Background: an optimization exercise with open tools, aiming at small area, a short achievable clock period and few clock cycles per item. Do not read the settings as production practice. Power and IR drop assume default switching activity.

==> job 7759: inputs <==
// keyed_status_table
module keyed_status_table (
	input  logic           clk,
	input  logic           arst_n,
	input  logic           req_valid,
	output logic           req_ready,
	input  logic           req_func,
	input  logic [63:0]    req_key,
	input  logic           req_online,
	input  logic [31:0]    req_ip_addr,
	input  logic [15:0]    req_port_num,
	output logic           rsp_valid,
	input  logic           rsp_ready,
	output logic [1:0]     rsp_result_code,
	output logic [31:0]    rsp_found_ip,
	output logic [15:0]    rsp_found_port,
	output logic           rsp_found_online
);
	localparam int N  = kst_pkg::ENTRIES;
	localparam int KW = kst_pkg::KEY_BITS;
	localparam int RW = 32 + 16 + 1;           
	logic              a_vld;
	logic              a_func;
	logic [KW-1:0]     a_key;
	logic [RW-1:0]     a_rec;
	logic              b_vld;
	logic              b_func;
	logic [KW-1:0]     b_key;
	logic [RW-1:0]     b_rec;
	logic [N-1:0]      b_hv;                    
  ...
==> module keyed_status_table, before the edit <==
module keyed_status_table (
	input  logic           clk,
	input  logic           arst_n,
	input  logic           req_valid,
	output logic           req_ready,
	input  logic           req_func,
	input  logic [63:0]    req_key,
	input  logic           req_online,
	input  logic [31:0]    req_ip_addr,
	input  logic [15:0]    req_port_num,
	output logic           rsp_valid,
	input  logic           rsp_ready,
	output logic [1:0]     rsp_result_code,
	output logic [31:0]    rsp_found_ip,
	output logic [15:0]    rsp_found_port,
	output logic           rsp_found_online
);
	localparam int N  = kst_pkg::ENTRIES;
	localparam int KW = kst_pkg::KEY_BITS;
	localparam int RW = 32 + 16 + 1;           
	logic              a_vld;
	logic              a_func;
	logic [KW-1:0]     a_key;
	logic [RW-1:0]     a_rec;
	logic              b_vld;
	logic              b_func;
	logic [KW-1:0]     b_key;
	logic [RW-1:0]     b_rec;
	logic [N-1:0]      b_hv;                    
	logic              b_hit;
	logic [N-1:0]      v_q;
	logic [KW-1:0]     k_q [N];
	logic [RW-1:0]     d_q [N];
	logic              o_vld, s_vld;
	logic [1:0]        o_code, s_code;
	logic [RW-1:0]     o_rec, s_rec;
	logic              rdy_q;
	logic [N-1:0]      a_hv;
	logic              a_fwd;
	logic              a_hit;
	logic              full;
	logic              b_set;
	logic              b_ins;
	logic              b_block;
	logic              b_move;
	logic              a_move;
	logic              push;
	logic              o_load;
	logic [1:0]        new_code;
	logic [RW-1:0]     new_rec;
	logic              a_vld_n, b_vld_n, b_set_n, s_vld_n, full_n;
	always_comb begin
		for (int p = 0; p < N; p++)
			a_hv[(p + 1) % N] = v_q[p] && (k_q[p] == a_key);
		a_fwd = b_ins && (b_key == a_key);
		a_hv[0] = a_hv[0] || a_fwd;
		a_hit = |a_hv;
	end
	assign full    = &v_q;
	assign b_set   = b_vld && (b_func == kst_pkg::FUNC_SET);
	assign b_ins   = b_set && !b_hit && !v_q[N-1];
	assign b_block = b_set && !b_hit && !full && v_q[N-1];
	assign b_move  = !b_block && (!s_vld || rsp_ready);
	assign a_move  = !b_vld || b_move;
	assign push    = b_vld && b_move;
	assign o_load  = !o_vld || rsp_ready;
	always_comb begin
		new_rec = '0;
		for (int p = 0; p < N; p++)
			new_rec = new_rec | (d_q[p] & {RW{b_hv[p]}});
		if (b_func == kst_pkg::FUNC_SET)
			new_rec = '0;
		if (b_func == kst_pkg::FUNC_LOOKUP)
			new_code = b_hit ? kst_pkg::RC_OK : kst_pkg::RC_NOT_FOUND;
		else
			new_code = (!b_hit && full) ? kst_pkg::RC_FULL : kst_pkg::RC_OK;
	end
	always_ff @(posedge clk or negedge arst_n) begin
		if (!arst_n)
			a_vld <= 1'b0;
		else if (!a_vld || a_move)
			a_vld <= req_valid && req_ready;
	end
	always_ff @(posedge clk) begin
		if (!a_vld || a_move) begin
			a_func <= req_func;
			a_key  <= req_key;
			a_rec  <= {req_ip_addr, req_port_num, req_online};
		end
	end
	always_ff @(posedge clk or negedge arst_n) begin
		if (!arst_n)
			b_vld <= 1'b0;
		else if (a_move)
			b_vld <= a_vld;
	end
	always_ff @(posedge clk) begin
		if (a_move) begin
			b_func <= a_func;
			b_key  <= a_key;
			b_rec  <= a_rec;
			b_hv   <= a_hv;
			b_hit  <= a_hit;
		end else begin
			b_hv   <= {b_hv[N-2:0], b_hv[N-1]} | {{(N-1){1'b0}}, b_ins};
			b_hit  <= b_hit || b_ins;
		end
	end
	always_ff @(posedge clk or negedge arst_n) begin
		if (!arst_n)
			v_q <= '0;
		else
			v_q <= {v_q[N-2:0], v_q[N-1] || b_ins};
	end
	always_ff @(posedge clk) begin
		k_q[0] <= v_q[N-1] ? k_q[N-1] : b_key;
		d_q[0] <= (!v_q[N-1] || (b_set && b_hv[N-1])) ? b_rec : d_q[N-1];
		for (int p = 1; p < N; p++) begin
			k_q[p] <= k_q[p-1];
			d_q[p] <= (b_set && b_hv[p-1]) ? b_rec : d_q[p-1];
		end
	end
	always_ff @(posedge clk or negedge arst_n) begin
		if (!arst_n) begin
			o_vld <= 1'b0;
			s_vld <= 1'b0;
		end else begin
			o_vld <= o_load ? (s_vld || push) : 1'b1;
			s_vld <= s_vld_n;
		end
	end
	always_ff @(posedge clk) begin
		if (o_load) begin
			o_code <= s_vld ? s_code : new_code;
			o_rec  <= s_vld ? s_rec : new_rec;
		end
		if (push && (s_vld || !o_load)) begin
			s_code <= new_code;
			s_rec  <= new_rec;
		end
	end
	assign a_vld_n = (!a_vld || a_move) ? (req_valid && req_ready) : a_vld;
	assign b_vld_n = a_move ? a_vld : b_vld;
	assign b_set_n = a_move ? (a_vld && (a_func == kst_pkg::FUNC_SET)) : b_set;
	assign s_vld_n = o_load ? (s_vld && push) : (s_vld || push);
	assign full_n  = &{v_q[N-2:0], v_q[N-1] || b_ins};
	always_ff @(posedge clk or negedge arst_n) begin
		if (!arst_n)
			rdy_q <= 1'b1;
		else
			rdy_q <= !a_vld_n || !b_vld_n || (!s_vld_n && !(b_set_n && !full_n && v_q[N-2]));
	end
	assign req_ready        = rdy_q;
	assign rsp_valid        = o_vld;
	assign rsp_result_code  = o_code;
	assign rsp_found_ip     = o_rec[RW-1:17];
	assign rsp_found_port   = o_rec[16:1];
	assign rsp_found_online = o_rec[0];
endmodule
clock: 4.0 ns
lec_check: 0
cap_margin: 20
core_margin: 2
core_utilization: 40
setup_slack_margin: 1.5
slew_margin: 20
run.sh (not shown) runs the stock make flow with config.mk's settings and CLKGATE_MAP_FILE= SYNTH_SCRIPT=/design/flow/synth_recipe.tcl, a recipe that flattens the netlist after the stock synthesis.
==> job 9816: changes against job 7759 <==
==> flow/design.v (replaced) <==
package kst_pkg;
	localparam int ENTRIES  = 16;
	localparam int KEY_BITS = 64;
	localparam int IDX_W    = $clog2(ENTRIES);
	localparam int CNT_W    = $clog2(ENTRIES + 1);
	typedef enum logic {
		FUNC_SET    = 1'b0,
		FUNC_LOOKUP = 1'b1
	} func_t;
	typedef enum logic [1:0] {
		RC_OK        = 2'd0,
		RC_FULL      = 2'd1,
		RC_NOT_FOUND = 2'd2
	} code_t;
	typedef struct packed {
		logic [KEY_BITS-1:0] key;
		logic [31:0]         addr;
		logic [15:0]         port;
		logic                flag;
	} entry_t;
endpackage
module keyed_status_table (
	input  logic           clk,
	input  logic           arst_n,
	input  logic           req_valid,
	output logic           req_ready,
	input  logic           req_func,
	input  logic [63:0]    req_key,
	input  logic           req_online,
	input  logic [31:0]    req_ip_addr,
	input  logic [15:0]    req_port_num,
	output logic           rsp_valid,
	input  logic           rsp_ready,
	output logic [1:0]     rsp_result_code,
	output logic [31:0]    rsp_found_ip,
	output logic [15:0]    rsp_found_port,
	output logic           rsp_found_online
);
	localparam int N  = kst_pkg::ENTRIES;
	localparam int KW = kst_pkg::KEY_BITS;
	localparam int RW = 32 + 16 + 1;           
	logic              r_vld;
	logic              r_func;
	logic [KW-1:0]     r_key;
	logic [RW-1:0]     r_rec;
	logic [N-1:0]      v_q;
	logic [KW-1:0]     k_q [N];
	logic [RW-1:0]     d_q [N];
	logic              o_vld, s_vld;
	logic [1:0]        o_code, s_code;
	logic [RW-1:0]     o_rec, s_rec;
	logic [N-1:0]      hit;
	logic              any_hit;
	logic              full;
	logic              is_set;
	logic              may_block;
	logic              done;
	logic              ins;
	logic [1:0]        new_code;
	logic [RW-1:0]     new_rec;
	logic              o_load;
	always_comb begin
		for (int p = 0; p < N; p++)
			hit[p] = v_q[p] && (k_q[p] == r_key);
	end
	assign any_hit   = |hit;
	assign full      = &v_q;
	assign is_set    = r_vld && (r_func == kst_pkg::FUNC_SET);
	assign may_block = is_set && !full && v_q[N-1];
	assign done      = r_vld && !may_block && (!s_vld || rsp_ready);
	assign ins       = is_set && !any_hit && !full && !v_q[N-1];
	assign req_ready = !r_vld || (!may_block && !s_vld);
	always_comb begin
		new_rec = '0;
		for (int p = 0; p < N; p++)
			new_rec = new_rec | (d_q[p] & {RW{hit[p]}});
		if (r_func == kst_pkg::FUNC_SET)
			new_rec = '0;
		if (r_func == kst_pkg::FUNC_LOOKUP)
			new_code = any_hit ? kst_pkg::RC_OK : kst_pkg::RC_NOT_FOUND;
		else
			new_code = (!any_hit && full) ? kst_pkg::RC_FULL : kst_pkg::RC_OK;
	end
	always_ff @(posedge clk or negedge arst_n) begin
		if (!arst_n)
			r_vld <= 1'b0;
		else if (!r_vld || done)
			r_vld <= req_valid && req_ready;
	end
	always_ff @(posedge clk) begin
		if (!r_vld || done) begin
			r_func <= req_func;
			r_key  <= req_key;
			r_rec  <= {req_ip_addr, req_port_num, req_online};
		end
	end
	always_ff @(posedge clk or negedge arst_n) begin
		if (!arst_n)
			v_q <= '0;
		else
			v_q <= {v_q[N-2:0], v_q[N-1] || ins};
	end
	always_ff @(posedge clk) begin
		k_q[0] <= v_q[N-1] ? k_q[N-1] : r_key;
		d_q[0] <= (!v_q[N-1] || (is_set && hit[N-1])) ? r_rec : d_q[N-1];
		for (int p = 1; p < N; p++) begin
			k_q[p] <= k_q[p-1];
			d_q[p] <= (is_set && hit[p-1]) ? r_rec : d_q[p-1];
		end
	end
	assign o_load = !o_vld || rsp_ready;
	always_ff @(posedge clk or negedge arst_n) begin
		if (!arst_n) begin
			o_vld <= 1'b0;
			s_vld <= 1'b0;
		end else begin
			if (o_load) begin
				o_vld <= s_vld || done;
				s_vld <= s_vld && done;
			end else if (done) begin
				s_vld <= 1'b1;
			end
		end
	end
	always_ff @(posedge clk) begin
		if (o_load) begin
			o_code <= s_vld ? s_code : new_code;
			o_rec  <= s_vld ? s_rec : new_rec;
		end
		if (done && (s_vld || !o_load)) begin
			s_code <= new_code;
			s_rec  <= new_rec;
		end
	end
	assign rsp_valid        = o_vld;
	assign rsp_result_code  = o_code;
	assign rsp_found_ip     = o_rec[RW-1:17];
	assign rsp_found_port   = o_rec[16:1];
	assign rsp_found_online = o_rec[0];
endmodule
--- a/flow/config.mk
+++ b/flow/config.mk
@@ -8,5 +8,4 @@
 export CAP_MARGIN = 20
 export CORE_MARGIN = 2
 export CORE_UTILIZATION = 40
-export SETUP_SLACK_MARGIN = 1.5
 export SLEW_MARGIN = 20
==> qor summary <==
Inverter count of the layout excluding clock inverters: job 7759 122; job 9816 100
Worst setup endpoint: job 7759 b_hit; job 9816 d_q[9][5]
Outcome: job 7759 timing/DRC/antenna clean; job 9816 finished with violations
Layout check failures: job 7759 -; job 9816 negative setup slack
Fraction of layout instances using a drive strength above 1: job 7759 0.282; job 9816 0.229
Iteration count of the initial detailed-routing pass: job 7759 6; job 9816 14
P_int: job 7759 52100 µW; job 9816 45600 µW
Share of synthesized area spent on multiplexers: job 7759 0.135; job 9816 0.117
GRT Overall Usage: job 7759 0.300; job 9816 0.363
Worst reg2reg setup slack: job 7759 1.24 ns; job 9816 -0.08 ns
Sequential power: job 7759 40500 µW; job 9816 33200 µW
Maximum fanout count along the critical path: job 7759 6; job 9816 13
Number of enable flip-flop cells after synthesis: job 7759 330; job 9816 216
Final WS setup: job 7759 1.24 ns; job 9816 -0.0829 ns
Well-tap cell count: job 7759 2495; job 9816 2511
Total buffers and inverters traversed by the critical path: job 7759 3; job 9816 4
Total clock buffers created by CTS: job 7759 218; job 9816 212
Total setup buffers inserted after CTS: job 7759 58; job 9816 1
Number of global-route vias before repair: job 7759 50590; job 9816 58598
Met2 routed wirelength: job 7759 127000 µm; job 9816 157000 µm
Pin count of the biggest net entering global routing: job 7759 51; job 9816 120
Clock insertion delay at the later pin of the skew report: job 7759 0.90 ns; job 9816 0.91 ns
Fraction of area in registers: job 7759 0.518; job 9816 0.467
Placed cell count: job 7759 8177; job 9816 9391
Post-synthesis area per instance: job 7759 13.2 µm²; job 9816 11.3 µm²
Non-clock buffers: job 7759 526; job 9816 669
Total half-perimeter wirelength after legalization and detailed placement: job 7759 193000 µm; job 9816 256000 µm
Worst clock skew: job 7759 0.0788 ns; job 9816 0.0611 ns
Function was not checked in any run of this note: the RTL went through the layout flow alone.

re-timing with driven ports:
The results above use ideal ports. As a check the final layouts listed here were re-extracted and re-timed, cells and wires unchanged. Step 1 (the two cells are an assumption about what drives the block):
set clk [get_ports {clk}]
set_driving_cell -lib_cell sky130_fd_sc_hd__clkbuf_16 $clk
set_driving_cell -lib_cell sky130_fd_sc_hd__buf_2 [delete_from_list [all_inputs] $clk]
Step 2 adds t to the input delays and takes it off the output delays; t is the mean of the earliest and latest rising clock arrival at the registers after step 1. Input paths then give back, and output paths get back, about the clock's delay inside the block. a / b / c = ideal / step 1 / step 2; a / b = the first two.
run | t (ns) | setup slack, ns | cell pins on the clock port's net
job 7759 | 0.956 | 1.242 / 1.242 / 1.049 | 1
job 9816 | 0.968 | -0.083 / -0.083 / -0.083 | 1
The setup slack of job 7759, which loses most, moves by 0.000 ns with the drivers and by -0.193 ns with both steps.
